Source: an optimization exercise on an open RTL-to-GDS flow (aim: small area). Production flows keep margins and buffers that such runs may drop.
Function was checked by simulation only, so behaviour that the tests miss may differ from the original.
Power and IR drop assume default switching activity.

Setup of the baseline:
==> flow/design.v (excerpt) <==
module para_regfile #(
    parameter int DATA_WIDTH = 32,
    parameter int ADDR_WIDTH = 5,
    parameter int BYPASS     = 0
) (
    input  logic                  clk,
    input  logic                  rst,
    input  logic                  write_enable,
    input  logic [ADDR_WIDTH-1:0] write_addr,
    input  logic [DATA_WIDTH-1:0] write_data,
    input  logic [ADDR_WIDTH-1:0] read_addr1,
    input  logic [ADDR_WIDTH-1:0] read_addr2,
    output logic [DATA_WIDTH-1:0] read_data1,
    output logic [DATA_WIDTH-1:0] read_data2
);
    localparam int NREGS = 2 ** ADDR_WIDTH;
    logic [NREGS-1:1]      ld;
    logic [NREGS-1:1]      hold;
    logic [NREGS-1:1]      sel1;
    logic [NREGS-1:1]      sel2;
    logic [DATA_WIDTH-1:0] wdat;
    logic [DATA_WIDTH-1:0] regs [NREGS-1:1];
    logic [DATA_WIDTH-1:0] nxt  [NREGS-1:1];
    assign wdat = write_data;
    prf_wdec #(.AW(ADDR_WIDTH)) u_wdec (
        .a(write_addr), .we(write_enable), .rst(rst), .ld(ld), .hold(hold)
    );
  ...
Size: ~3,300 cells after synthesis, roughly 990 flip-flops, about 110 I/O pins, about 40,000 um2 of cells after synthesis.
Settings: LEC_CHECK=0, CAP_MARGIN=10, CORE_MARGIN=2, CORE_UTILIZATION=45, PLACE_DENSITY=0.55, SLEW_MARGIN=10, SYNTH_HIERARCHICAL=1, SYNTH_MINIMUM_KEEP_SIZE=0; clock period 7.0 ns.
standard.sh (not shown) runs the stock make flow with config.mk's settings and CLKGATE_MAP_FILE= SYNTH_SCRIPT=/design/flow/synth_recipe.tcl, a recipe that flattens the netlist after the stock synthesis.
==> flow/flow/run.sh <==
#!/bin/bash
# The standard layout (standard.sh: unchanged synthesis, floorplan, power grid
# and tap cells) with three changes: the port buffers use a plain small buffer
# cell instead of the one buffer_ports picks by default; after placement,
# over-sized combinational cells are downsized where their load allows
# (flow/downsize.tcl); and clock tree synthesis uses small clusters of
# clkbuf_4 without dummy loads. Each tool's output goes to a log file here.
set -euo pipefail
here=$(pwd)
export BUFFER_PORTS_ARGS="-buffer_cell sky130_fd_sc_hd__buf_2"
export CTS_ARGS="-sink_clustering_enable -repair_clock_nets -dont_use_dummy_load -buf_list sky130_fd_sc_hd__clkbuf_4 -sink_clustering_size 8 -sink_clustering_max_diameter 40"
bash standard.sh place > standard_place.log 2>&1
RESULTS=$here/orfs/results/${FLOW_PLATFORM}/para_regfile/base \
DOWNSIZE_MARGIN=0.3 SLEW_MARGIN=10 CAP_MARGIN=10 \
DONT_USE_CELLS="sky130_fd_sc_hd__probe_p_8 sky130_fd_sc_hd__probec_p_8 sky130_fd_sc_hd__lpflow_*" \
  openroad -no_init -exit flow/downsize.tcl > downsize.log 2>&1
bash standard.sh > standard.log 2>&1
==> flow/flow/downsize.tcl <==
# Downsize over-sized combinational cells of the placed design: each cell whose
# output net's load (pins and estimated wire) stays within (1 - DOWNSIZE_MARGIN)
# of a smaller drive strength's max capacitance takes that smaller strength.
# Flip-flops and clock cells are left alone. Any slew or capacitance
# violation left is then repaired as the standard flow repairs it.
set results $::env(RESULTS)
read_liberty $::env(FLOW_HOME)/platforms/sky130hd/lib/sky130_fd_sc_hd__tt_025C_1v80.lib
read_db $results/3_place.odb
read_sdc $results/3_place.sdc
source $::env(FLOW_HOME)/platforms/sky130hd/setRC.tcl
source [file join [file dirname [info script]] maxcap.tcl]
set_dont_use $::env(DONT_USE_CELLS)
estimate_parasitics -placement
puts "area before [expr {[rsz::design_area] * 1e12}]"
report_worst_slack -max
set keep [expr {1.0 - $::env(DOWNSIZE_MARGIN)}]
set plan {}
foreach inst [get_cells *] {
  set m [get_property $inst ref_name]
  if {![regexp {^(sky130_fd_sc_hd__[a-z0-9]+)_([0-9]+)$} $m -> base sz]} continue
  if {[regexp {df|clk|lpflow|probe} $base] || $sz <= 1} continue
  set out [get_pins -of_objects $inst -filter "direction==output"]
  if {[llength $out] != 1} continue
  set net [get_nets -of_objects $out]
  set cap [expr {[$net capacitance [sta::cmd_scene] max] * 1e12}]
  foreach s {1 2 4} {
    if {$s >= $sz} break
    set small ${base}_$s
    if {![info exists maxcap($small)]} continue
    if {[llength [get_lib_cells */$small]] == 0} continue
    if {$maxcap($small) * $keep >= $cap} { lappend plan $inst $small; break }
  }
}
foreach {inst small} $plan {
  puts "downsize [get_full_name $inst] [get_property $inst ref_name] -> $small"
  replace_cell $inst $small
}
puts "downsized [expr {[llength $plan] / 2}] cells"
estimate_parasitics -placement
repair_design -slew_margin $::env(SLEW_MARGIN) -cap_margin $::env(CAP_MARGIN)
puts "area after [expr {[rsz::design_area] * 1e12}]"
report_worst_slack -max
report_check_types -max_slew -max_capacitance
write_db $results/3_place.odb
Other scripts of this flow, unchanged in this note and not shown: flow/flow/maxcap.tcl
The baseline: full flow OK, the timing, DRC and antenna checks passed
### the baseline -> the candidate
- CAP_MARGIN now 15, was 10
- CORE_UTILIZATION now 40, was 45
- SLEW_MARGIN now 15, was 10
- PLACE_DENSITY now 0.7, was 0.55
diff --git a/flow/flow/run.sh b/flow/flow/run.sh
--- a/flow/flow/run.sh
+++ b/flow/flow/run.sh
@@ -12,5 +12,5 @@
 bash standard.sh place > standard_place.log 2>&1
 RESULTS=$here/orfs/results/${FLOW_PLATFORM}/para_regfile/base \
-DOWNSIZE_MARGIN=0.3 SLEW_MARGIN=10 CAP_MARGIN=10 \
+DOWNSIZE_MARGIN=0.3 SLEW_MARGIN=15 CAP_MARGIN=15 \
 DONT_USE_CELLS="sky130_fd_sc_hd__probe_p_8 sky130_fd_sc_hd__probec_p_8 sky130_fd_sc_hd__lpflow_*" \
   openroad -no_init -exit flow/downsize.tcl > downsize.log 2>&1
Findings:
- Compared with the baseline, the candidate shows relative contribution of the clock network to total power lower by 0.7 points.
- Between the baseline and the candidate, the difference in hold slack is negligible.
- Cmp the baseline and the candidate / worst-case setup slack after placement / lower: the baseline
- Max final setup slack of the worst path across the baseline and the candidate: the baseline
- Relative area change from synthesis to final layout ended up 0.18 points higher on the candidate than on the baseline.
- Comparing the candidate against the baseline, there is no change at all in TritonCTS sink count.
- On the candidate: number of filler instances in the final layout is about 16% higher than what the baseline gave.
- Looking at worst-path cell with the longest stage delay, the sky130_fd_sc_hd__nand2b_1 result is from the baseline; the sky130_fd_sc_hd__nor2_2 one comes from the candidate.

## afterwards: timing with drivers on the ports
The flow's constraints put no driver on any port. The routed layouts listed below were extracted and timed again, unchanged, in two steps. Step 1 sets driving cells, clkbuf_16 on the clock port and buf_2 on the other inputs (assumed; they add their load-dependent delay and slew). Step 2, shift: input delay + t, output delay - t, t = (earliest + latest rising clock arrival at the registers) / 2. This alone moves slack from input paths to output paths. Three values: ideal ports, drivers, drivers and shift; two values: the first two.
run	shift t [ns]	slack for setup (ns)	latest minus earliest clock arrival (ns)	slew at the worst register clock pin (ns)	worst data-port slew with drivers (ns)
the baseline	1.120	0.685 / 0.659 / 0.659	0.122 / 0.122	0.10 / 0.10	0.15
the candidate	1.119	0.513 / 0.486 / 0.486	0.157 / 0.158	0.10 / 0.10	0.21
After both steps every run listed still meets setup and hold. For the candidate, which loses most, drivers alone change the setup slack by -0.027 ns; drivers and shift together by -0.027 ns.
